Context: an optimization exercise on an open-source flow, tuned for a short achievable clock period and few clock cycles. The choices shown serve that exercise and are no tape-out recipe. Only simulation tests tie the RTL to the original design; equivalence was not proved.

==> inputs of 06-15 <==
## cpu_top
module cpu_top (
  input  logic        clk,
  input  logic        rst,
  output logic [31:0] mem_addr,
  output logic [31:0] mem_wdata,
  output logic        mem_rw,
  output logic        mem_mov,
  input  logic [31:0] mem_rdata,
  input  logic        mem_moc,
  output logic        halted
);
==> module cpu_top, before the edit <==
module cpu_top (
  input  logic        clk,
  input  logic        rst,
  output logic [31:0] mem_addr,
  output logic [31:0] mem_wdata,
  output logic        mem_rw,
  output logic        mem_mov,
  input  logic [31:0] mem_rdata,
  input  logic        mem_moc,
  output logic        halted
);
  logic        s_fetch;                      
  logic        s_mema;                       
  logic        s_memw;                       
  logic        s_exa;                        
  logic        s_exb;                        
  logic [31:0] mar, wdr, ir, pc4, mdr, res;
  logic [31:0] regs [15];
  logic [31:0] opa, opb;
  logic        cin;
  logic [1:0]  aop;                          
  logic        z, mov, rw, hlt;
  logic        ex, wb, zset, ldw;
  assign mem_addr  = mar;
  assign mem_wdata = wdr;
  assign mem_rw    = rw;
  assign mem_mov   = mov;
  assign halted    = hlt;
  logic f_b5, f_b3, f_b2, f_rd15, f_alu, f_movi, f_mem, f_take, f_cont;
  assign f_b5   = mem_rdata[29];
  assign f_b3   = mem_rdata[27];
  assign f_b2   = mem_rdata[26];
  assign f_rd15 = &mem_rdata[23:20];
  assign f_alu  = !f_b5 && !f_b3 && !f_b2;
  assign f_movi = !f_b5 && !f_b3 && f_b2;
  assign f_mem  = !f_b5 && f_b3;
  assign f_take = (f_b5 && !f_b3 && (f_b2 ^ z)) || (f_movi && f_rd15);
  assign f_cont = !f_b3 && !(f_alu && f_rd15);
  logic [31:0] rval [16];
  always_comb begin
    for (int i = 0; i < 15; i++) rval[i] = regs[i];
    rval[15] = pc4;                          
  end
  logic [31:0] f_ra, f_rb;
  assign f_ra = rval[mem_rdata[19:16]];
  assign f_rb = rval[mem_rdata[15:12]];
  logic [3:0] rd;
  logic       i_ldr, rd15;
  assign rd    = ir[23:20];
  assign i_ldr = ir[27] && !ir[26];
  assign rd15  = &rd;
  logic [31:0] sum, alu;
  logic [32:0] sum33;
  assign sum33 = {opa, 1'b1} + {opb, cin};    
  assign sum   = sum33[32:1];
  always_comb begin
    case (aop)
      2'd2:    alu = opa & opb;
      2'd3:    alu = opa | opb;
      default: alu = sum;
    endcase
  end
  logic        we;
  logic [31:0] wd;
  assign we = (wb || ldw) && !rd15;
  assign wd = ldw ? mdr : res;
  always_ff @(posedge clk) begin
    if (rst) begin
      for (int i = 0; i < 15; i++) regs[i] <= '0;
    end else if (we) begin
      for (int i = 0; i < 15; i++) if (rd == 4'(i)) regs[i] <= wd;
    end
  end
  always_ff @(posedge clk) begin
    mdr <= mem_rdata;
    opa <= f_movi ? 32'd0 : f_ra;
    if (f_mem || f_movi)               opb <= {16'd0, mem_rdata[15:0]};
    else if (mem_rdata[25:24] == 2'd1) opb <= ~f_rb;
    else                               opb <= f_rb;
    cin <= f_alu && (mem_rdata[25:24] == 2'd1);
    aop <= (f_alu && mem_rdata[25]) ? mem_rdata[25:24] : 2'd0;
    res <= alu;
  end
  always_ff @(posedge clk) begin
    if (rst) begin
      z    <= 1'b0;
      ex   <= 1'b0;
      wb   <= 1'b0;
      zset <= 1'b0;
      ldw  <= 1'b0;
    end else begin
      ex   <= s_fetch && mem_moc && !f_b5 && !f_b3;
      wb   <= ex;
      zset <= ex && !ir[26];
      ldw  <= s_memw && mem_moc && i_ldr;
      if (zset) z <= (res == 32'd0);
    end
  end
  always_ff @(posedge clk) begin
    if (s_fetch) pc4 <= mar + 32'd4;
    if (s_fetch && mem_moc) ir <= mem_rdata;
    if (s_mema) wdr <= rval[rd];
  end
  always_ff @(posedge clk) begin
    if (rst) begin
      s_fetch <= 1'b1;
      s_mema  <= 1'b0;
      s_memw  <= 1'b0;
      s_exa   <= 1'b0;
      s_exb   <= 1'b0;
      mov     <= 1'b1;
      rw      <= 1'b0;
      hlt     <= 1'b0;
    end else begin
      s_mema <= s_fetch && mem_moc && f_mem;
      s_exa  <= s_fetch && mem_moc && f_alu && f_rd15;
      s_exb  <= s_exa;
      if (s_fetch && mem_moc) begin
        s_fetch <= f_cont;
        mov     <= f_cont;
        if (f_b5 && f_b3) hlt <= 1'b1;
      end
      if (s_memw && mem_moc) begin
        s_memw  <= 1'b0;
        s_fetch <= 1'b1;
        rw      <= 1'b0;
      end
      if (s_mema) begin
        s_memw <= 1'b1;
        mov    <= 1'b1;
        rw     <= ir[26];
      end
      if (s_exb) begin
        s_fetch <= 1'b1;
        mov     <= 1'b1;
      end
    end
  end
  always_ff @(posedge clk) begin
    if (rst)                    mar <= 32'd0;
    else if (s_mema)            mar <= sum;
    else if (s_exb)             mar <= res;
    else if (mem_moc && s_fetch) mar <= f_take ? {16'd0, mem_rdata[15:0]} : pc4;
    else if (mem_moc && s_memw)  mar <= (i_ldr && rd15) ? mem_rdata : pc4;
  end
endmodule
Settings: LEC_CHECK=0, ABC_CLOCK_PERIOD_IN_PS=2500, CAP_MARGIN=20, CORE_MARGIN=2, CORE_UTILIZATION=30, SETUP_SLACK_MARGIN=5, SLEW_MARGIN=20; clock period 8.5 ns.
run.sh (not shown) runs the stock make flow with config.mk's settings and CLKGATE_MAP_FILE= SYNTH_SCRIPT=/design/flow/synth_recipe.tcl, a recipe that flattens the netlist after the stock synthesis.
==> 02-20: changes against 06-15 <==
==> flow/design.v (replaced) <==
`timescale 1ns/10ps
module cpu_top (
  input  logic        clk,
  input  logic        rst,
  output logic [31:0] mem_addr,
  output logic [31:0] mem_wdata,
  output logic        mem_rw,
  output logic        mem_mov,
  input  logic [31:0] mem_rdata,
  input  logic        mem_moc,
  output logic        halted
);
  logic        s_fetch;                      
  logic        s_mema;                       
  logic        s_memw;                       
  logic        s_exa;                        
  logic        s_exb;
  logic        s_exc;                        
  logic [31:0] mar, wdr, ir, pc4, mdr, res, fpc;
  logic [31:0] regs [15];
  logic [31:0] opa, a, b;
  logic        cin;
  logic [1:0]  aop;                          
  logic        z, resz, mov, rw, hlt;
  logic        c_movi, c_sub;                
  logic [14:0] wsel;                         
  logic        ex1, ex2, wb, zset, ldw;
  assign mem_addr  = mar;
  assign mem_wdata = wdr;
  assign mem_rw    = rw;
  assign mem_mov   = mov;
  assign halted    = hlt;
  logic [3:0] rd;
  logic       i_ldr, i_movi, rd15;
  assign rd     = ir[23:20];
  assign i_ldr  = ir[27] && !ir[26];
  assign i_movi = ir[26] && !ir[27];
  assign rd15   = &rd;
  logic zf;
  assign zf = zset ? resz : z;
  logic f_b5, f_b3, f_b2, f_rd15, f_alu, f_movi, f_mem, f_take, f_cont;
  assign f_b5   = mem_rdata[29];
  assign f_b3   = mem_rdata[27];
  assign f_b2   = mem_rdata[26];
  assign f_rd15 = &mem_rdata[23:20];
  assign f_alu  = !f_b5 && !f_b3 && !f_b2;
  assign f_movi = !f_b5 && !f_b3 && f_b2;
  assign f_mem  = !f_b5 && f_b3;
  assign f_take = (f_b5 && !f_b3 && (f_b2 ^ zf)) || (f_movi && f_rd15);
  assign f_cont = !f_b3 && !(f_alu && f_rd15);
  logic        we;
  logic [31:0] wd;
  assign we = wb || ldw;
  assign wd = ldw ? mdr : res;
  logic [31:0] rval [16];
  logic [31:0] rvf [16];
  always_comb begin
    for (int i = 0; i < 15; i++) begin
      rval[i] = regs[i];
      rvf[i]  = wsel[i] ? wd : regs[i];
    end
    rval[15] = pc4;                          
    rvf[15]  = pc4;
  end
  logic [31:0] alu, asum;
  logic [32:0] sum33, asum33;
  assign sum33 = {a, 1'b1} + {b, cin};       
  always_comb begin
    case (aop)
      2'd2:    alu = a & b;
      2'd3:    alu = a | b;
      default: alu = sum33[32:1];
    endcase
  end
  assign asum33 = {opa, 1'b0} + {16'd0, mdr[15:0], 1'b0};
  assign asum   = asum33[32:1];               
  logic z_add, z_and, z_orr;
  assign z_add = ((a ^ b) ^ {a[30:0] | b[30:0], cin}) == 32'd0;
  assign z_and = (a & b) == 32'd0;
  assign z_orr = (a | b) == 32'd0;
  always_ff @(posedge clk) begin
    if (rst) begin
      for (int i = 0; i < 15; i++) regs[i] <= '0;
    end else begin
      for (int i = 0; i < 15; i++) if (wsel[i]) regs[i] <= wd;
    end
  end
  always_ff @(posedge clk) begin
    if (rst) wsel <= '0;
    else for (int i = 0; i < 15; i++)
      wsel[i] <= (ex2 || s_memw && mem_moc && i_ldr) && rd == 4'(i);
  end
  always_ff @(posedge clk) begin
    mdr <= mem_rdata;
    opa <= rvf[mem_rdata[19:16]];
    c_movi <= f_movi;
    c_sub  <= f_alu && mem_rdata[25:24] == 2'd1;
    a   <= c_movi ? 32'd0 : opa;
    if (c_movi)     b <= {16'd0, mdr[15:0]};
    else if (c_sub) b <= ~rval[mdr[15:12]];
    else            b <= rval[mdr[15:12]];
    cin <= c_sub;
    aop <= c_movi ? 2'd0 : mdr[25:24];
    res <= alu;
    case (aop)
      2'd2:    resz <= z_and;
      2'd3:    resz <= z_orr;
      default: resz <= z_add;
    endcase
    wdr <= rval[rd];                         
  end
  always_ff @(posedge clk) begin
    if (rst) begin
      z    <= 1'b0;
      ex1  <= 1'b0;
      ex2  <= 1'b0;
      wb   <= 1'b0;
      zset <= 1'b0;
      ldw  <= 1'b0;
    end else begin
      ex1  <= s_fetch && mem_moc && !f_b5 && !f_b3;
      ex2  <= ex1;
      wb   <= ex2;
      zset <= ex2 && !i_movi;
      ldw  <= s_memw && mem_moc && i_ldr;
      z    <= zf;
    end
  end
  always_ff @(posedge clk) begin
    fpc <= mar;                              
    if (s_fetch) pc4 <= fpc + 32'd4;
    if (s_fetch && mem_moc) ir <= mem_rdata;
  end
  always_ff @(posedge clk) begin
    if (rst) begin
      s_fetch <= 1'b1;
      s_mema  <= 1'b0;
      s_memw  <= 1'b0;
      s_exa   <= 1'b0;
      s_exb   <= 1'b0;
      s_exc   <= 1'b0;
      mov     <= 1'b1;
      rw      <= 1'b0;
      hlt     <= 1'b0;
    end else begin
      s_mema <= s_fetch && mem_moc && f_mem;
      s_exa  <= s_fetch && mem_moc && f_alu && f_rd15;
      s_exb  <= s_exa;
      s_exc  <= s_exb;
      if (s_fetch && mem_moc) begin
        s_fetch <= f_cont;
        mov     <= f_cont;
        if (f_b5 && f_b3) hlt <= 1'b1;
      end
      if (s_memw && mem_moc) begin
        s_memw  <= 1'b0;
        s_fetch <= 1'b1;
        rw      <= 1'b0;
      end
      if (s_mema) begin
        s_memw <= 1'b1;
        mov    <= 1'b1;
        rw     <= ir[26];
      end
      if (s_exc) begin
        s_fetch <= 1'b1;
        mov     <= 1'b1;
      end
    end
  end
  logic [31:0] mar_early, mar_late;
  assign mar_early = s_mema ? asum : s_exc ? res : mar;
  assign mar_late  = s_memw ? ((i_ldr && rd15) ? mem_rdata : pc4)
                            : (f_take ? {16'd0, mem_rdata[15:0]} : pc4);
  always_ff @(posedge clk) begin
    if (rst) mar <= 32'd0;
    else     mar <= (mem_moc && (s_fetch || s_memw)) ? mar_late : mar_early;
  end
endmodule
==> flow/flow/run.sh (new file) <==
#!/bin/bash
set -euo pipefail
bash standard.sh SETUP_SLACK_MARGIN=5.7 finish > flow_make.log 2>&1
==> flow/standard.sh (new file) <==
#!/bin/bash
# synth_recipe.tcl (not shown) runs the flow's synth.tcl, then flattens the netlist and writes it again
# the make line also repeats each setting of config.mk as NAME=value (left out here)
make -C /OpenROAD-flow-scripts/flow DESIGN_CONFIG=/design/flow/config.mk WORK_HOME=/design/flow/orfs CLKGATE_MAP_FILE= SYNTH_SCRIPT=/design/flow/synth_recipe.tcl "${@:-finish}"
--- a/flow/config.mk
+++ b/flow/config.mk
@@ -10,4 +10,3 @@
 export CORE_MARGIN = 2
 export CORE_UTILIZATION = 30
-export SETUP_SLACK_MARGIN = 5
 export SLEW_MARGIN = 20
removed: flow/run.sh
==> 04-21: changes against 06-15 <==
==> flow/design.v (replaced) <==
`timescale 1ns/10ps
module cpu_top (
  input  logic        clk,
  input  logic        rst,
  output logic [31:0] mem_addr,
  output logic [31:0] mem_wdata,
  output logic        mem_rw,
  output logic        mem_mov,
  input  logic [31:0] mem_rdata,
  input  logic        mem_moc,
  output logic        halted
);
  logic        s_fetch;                      
  logic        s_mema;                       
  logic        s_memw;                       
  logic        s_exa;                        
  logic        s_exb;
  logic        s_exc;                        
  logic [31:0] mar, wdr, ir, pc4, mdr, res;
  logic [31:0] regs [15];
  logic [31:0] opa, a, b;
  logic        cin;
  logic [1:0]  aop;                          
  logic        z, mov, rw, hlt;
  logic        ex1, ex2, wb, zset, ldw;
  assign mem_addr  = mar;
  assign mem_wdata = wdr;
  assign mem_rw    = rw;
  assign mem_mov   = mov;
  assign halted    = hlt;
  logic [3:0] rd;
  logic       i_ldr, i_movi, rd15;
  assign rd     = ir[23:20];
  assign i_ldr  = ir[27] && !ir[26];
  assign i_movi = ir[26] && !ir[27];
  assign rd15   = &rd;
  logic zf;
  assign zf = zset ? (res == 32'd0) : z;
  logic f_b5, f_b3, f_b2, f_rd15, f_alu, f_movi, f_mem, f_take, f_cont;
  assign f_b5   = mem_rdata[29];
  assign f_b3   = mem_rdata[27];
  assign f_b2   = mem_rdata[26];
  assign f_rd15 = &mem_rdata[23:20];
  assign f_alu  = !f_b5 && !f_b3 && !f_b2;
  assign f_movi = !f_b5 && !f_b3 && f_b2;
  assign f_mem  = !f_b5 && f_b3;
  assign f_take = (f_b5 && !f_b3 && (f_b2 ^ zf)) || (f_movi && f_rd15);
  assign f_cont = !f_b3 && !(f_alu && f_rd15);
  logic [31:0] rval [16];
  logic [31:0] rvf [16];
  always_comb begin
    for (int i = 0; i < 15; i++) begin
      rval[i] = regs[i];
      rvf[i]  = (wb && rd == 4'(i)) ? res : regs[i];
    end
    rval[15] = pc4;                          
    rvf[15]  = pc4;
  end
  logic [31:0] alu, asum;
  logic [32:0] sum33, asum33;
  assign sum33 = {a, 1'b1} + {b, cin};       
  always_comb begin
    case (aop)
      2'd2:    alu = a & b;
      2'd3:    alu = a | b;
      default: alu = sum33[32:1];
    endcase
  end
  assign asum33 = {opa, 1'b0} + {16'd0, ir[15:0], 1'b0};
  assign asum   = asum33[32:1];               
  logic        we;
  logic [31:0] wd;
  assign we = (wb || ldw) && !rd15;
  assign wd = ldw ? mdr : res;
  always_ff @(posedge clk) begin
    if (rst) begin
      for (int i = 0; i < 15; i++) regs[i] <= '0;
    end else if (we) begin
      for (int i = 0; i < 15; i++) if (rd == 4'(i)) regs[i] <= wd;
    end
  end
  always_ff @(posedge clk) begin
    mdr <= mem_rdata;
    opa <= rvf[mem_rdata[19:16]];
    a   <= i_movi ? 32'd0 : opa;
    if (i_movi)                   b <= {16'd0, ir[15:0]};
    else if (ir[25:24] == 2'd1)   b <= ~rval[ir[15:12]];
    else                          b <= rval[ir[15:12]];
    cin <= !i_movi && (ir[25:24] == 2'd1);
    aop <= i_movi ? 2'd0 : ir[25:24];
    res <= alu;
    wdr <= rval[rd];                         
  end
  always_ff @(posedge clk) begin
    if (rst) begin
      z    <= 1'b0;
      ex1  <= 1'b0;
      ex2  <= 1'b0;
      wb   <= 1'b0;
      zset <= 1'b0;
      ldw  <= 1'b0;
    end else begin
      ex1  <= s_fetch && mem_moc && !f_b5 && !f_b3;
      ex2  <= ex1;
      wb   <= ex2;
      zset <= ex2 && !i_movi;
      ldw  <= s_memw && mem_moc && i_ldr;
      z    <= zf;
    end
  end
  always_ff @(posedge clk) begin
    if (s_fetch) pc4 <= mar + 32'd4;
    if (s_fetch && mem_moc) ir <= mem_rdata;
  end
  always_ff @(posedge clk) begin
    if (rst) begin
      s_fetch <= 1'b1;
      s_mema  <= 1'b0;
      s_memw  <= 1'b0;
      s_exa   <= 1'b0;
      s_exb   <= 1'b0;
      s_exc   <= 1'b0;
      mov     <= 1'b1;
      rw      <= 1'b0;
      hlt     <= 1'b0;
    end else begin
      s_mema <= s_fetch && mem_moc && f_mem;
      s_exa  <= s_fetch && mem_moc && f_alu && f_rd15;
      s_exb  <= s_exa;
      s_exc  <= s_exb;
      if (s_fetch && mem_moc) begin
        s_fetch <= f_cont;
        mov     <= f_cont;
        if (f_b5 && f_b3) hlt <= 1'b1;
      end
      if (s_memw && mem_moc) begin
        s_memw  <= 1'b0;
        s_fetch <= 1'b1;
        rw      <= 1'b0;
      end
      if (s_mema) begin
        s_memw <= 1'b1;
        mov    <= 1'b1;
        rw     <= ir[26];
      end
      if (s_exc) begin
        s_fetch <= 1'b1;
        mov     <= 1'b1;
      end
    end
  end
  logic [31:0] mar_early, mar_late;
  assign mar_early = s_mema ? asum : s_exc ? res : mar;
  assign mar_late  = s_memw ? ((i_ldr && rd15) ? mem_rdata : pc4)
                            : (f_take ? {16'd0, mem_rdata[15:0]} : pc4);
  always_ff @(posedge clk) begin
    if (rst) mar <= 32'd0;
    else     mar <= (mem_moc && (s_fetch || s_memw)) ? mar_late : mar_early;
  end
endmodule
==> flow/flow/run.sh (new file) <==
#!/bin/bash
set -euo pipefail
bash standard.sh SETUP_SLACK_MARGIN=5.7 finish > flow_make.log 2>&1
==> flow/standard.sh (new file) <==
#!/bin/bash
# synth_recipe.tcl (not shown) runs the flow's synth.tcl, then flattens the netlist and writes it again
# the make line also repeats each setting of config.mk as NAME=value (left out here)
make -C /OpenROAD-flow-scripts/flow DESIGN_CONFIG=/design/flow/config.mk WORK_HOME=/design/flow/orfs CLKGATE_MAP_FILE= SYNTH_SCRIPT=/design/flow/synth_recipe.tcl "${@:-finish}"
--- a/flow/config.mk
+++ b/flow/config.mk
@@ -10,4 +10,3 @@
 export CORE_MARGIN = 2
 export CORE_UTILIZATION = 30
-export SETUP_SLACK_MARGIN = 5
 export SLEW_MARGIN = 20
removed: flow/run.sh
==> run_results.csv <==
group,metric,value,unit
power_and_ir_drop,switching_power,2780,uW
setup_path,path_class,"flip-flop to flip-flop",
placement,dp_hpwl,138,mm
sta,clock.fmax,337,MHz
power_and_ir_drop,p_leak,0.0179,uW
outcome,status,"finished clean",
final_layout,layout_common_cells,"dfxtp_1 (672), nor2_1 (645), mux2i_1 (534)",
final_layout,seq_cell_count,809,
routing,wirelength,231,mm
final_layout,multi_input_area_share,0.473,
Source of the figures above: 02-20

==> run_results.csv <==
group,metric,value,unit
placement,dp_hpwl,136,mm
outcome,status,"finished clean",
final_layout,seq_cell_count,778,
final_layout,layout_common_cells,"dfxtp_1 (651), nor2_1 (576), a211oi_1 (513)",
routing,wirelength,232,mm
power_and_ir_drop,switching_power,2810,uW
final_layout,multi_input_area_share,0.506,
routing,drc,0,
sta,clock.fmax,330,MHz
Source of the figures above: 04-21

==> run_results.csv <==
group,metric,value,unit
sta,clock.fmax,276,MHz
power_and_ir_drop,p_leak,0.0146,uW
power_and_ir_drop,switching_power,2580,uW
final_layout,seq_cell_count,726,
routing,wirelength,221,mm
final_layout,multi_input_area_share,0.475,
final_layout,layout_common_cells,"dfxtp_1 (646), nor2_1 (635), a211oi_1 (512)",
outcome,status,"finished clean",
setup_path,path_class,"input pin to flip-flop",
Source of the figures above: 06-15

Testbench counts of 06-15, summed over its fixed seeds: cycles 152,083.
Testbench counts of 02-20, summed over its fixed seeds: cycles 152,106.
Testbench counts of 04-21, summed over its fixed seeds: cycles 152,106.

-- port drivers added, routing unchanged --
No port has a modelled driver above. Below, the same layouts with a new extraction and two added sets of constraints. Step 1 (the two cells are an assumption about what drives the block):
set clk [get_ports {clk}]
set_driving_cell -lib_cell sky130_fd_sc_hd__clkbuf_16 $clk
set_driving_cell -lib_cell sky130_fd_sc_hd__buf_2 [delete_from_list [all_inputs] $clk]
Step 2 adds t to the input delays and takes it off the output delays; t is the mean of the earliest and latest rising clock arrival at the registers after step 1. Input paths then give back, and output paths get back, about the clock's delay inside the block. Slacks: no drivers / after step 1 / after step 2; pairs: no drivers / after step 1.
| run | t (ns) | setup slack, ns | hold slack, ns | latest minus earliest clock arrival (ns) | cell pins on the clock port's net |
|---|---|---|---|---|---|
| 06-15 | 0.747 | 4.882 / 4.938 / 4.191 | 0.440 / 0.440 / 0.440 | 0.036 / 0.036 | 1 |
| 02-20 | 0.764 | 5.536 / 5.529 / 4.855 | 0.403 / 0.403 / 0.403 | 0.031 / 0.031 | 1 |
| 04-21 | 0.770 | 5.470 / 5.470 / 4.743 | 0.441 / 0.441 / 0.441 | 0.043 / 0.043 | 1 |
After both steps setup and hold are still met in every run listed. For 04-21, which loses most, drivers alone change the setup slack by 0.000 ns; drivers and shift together by -0.727 ns.
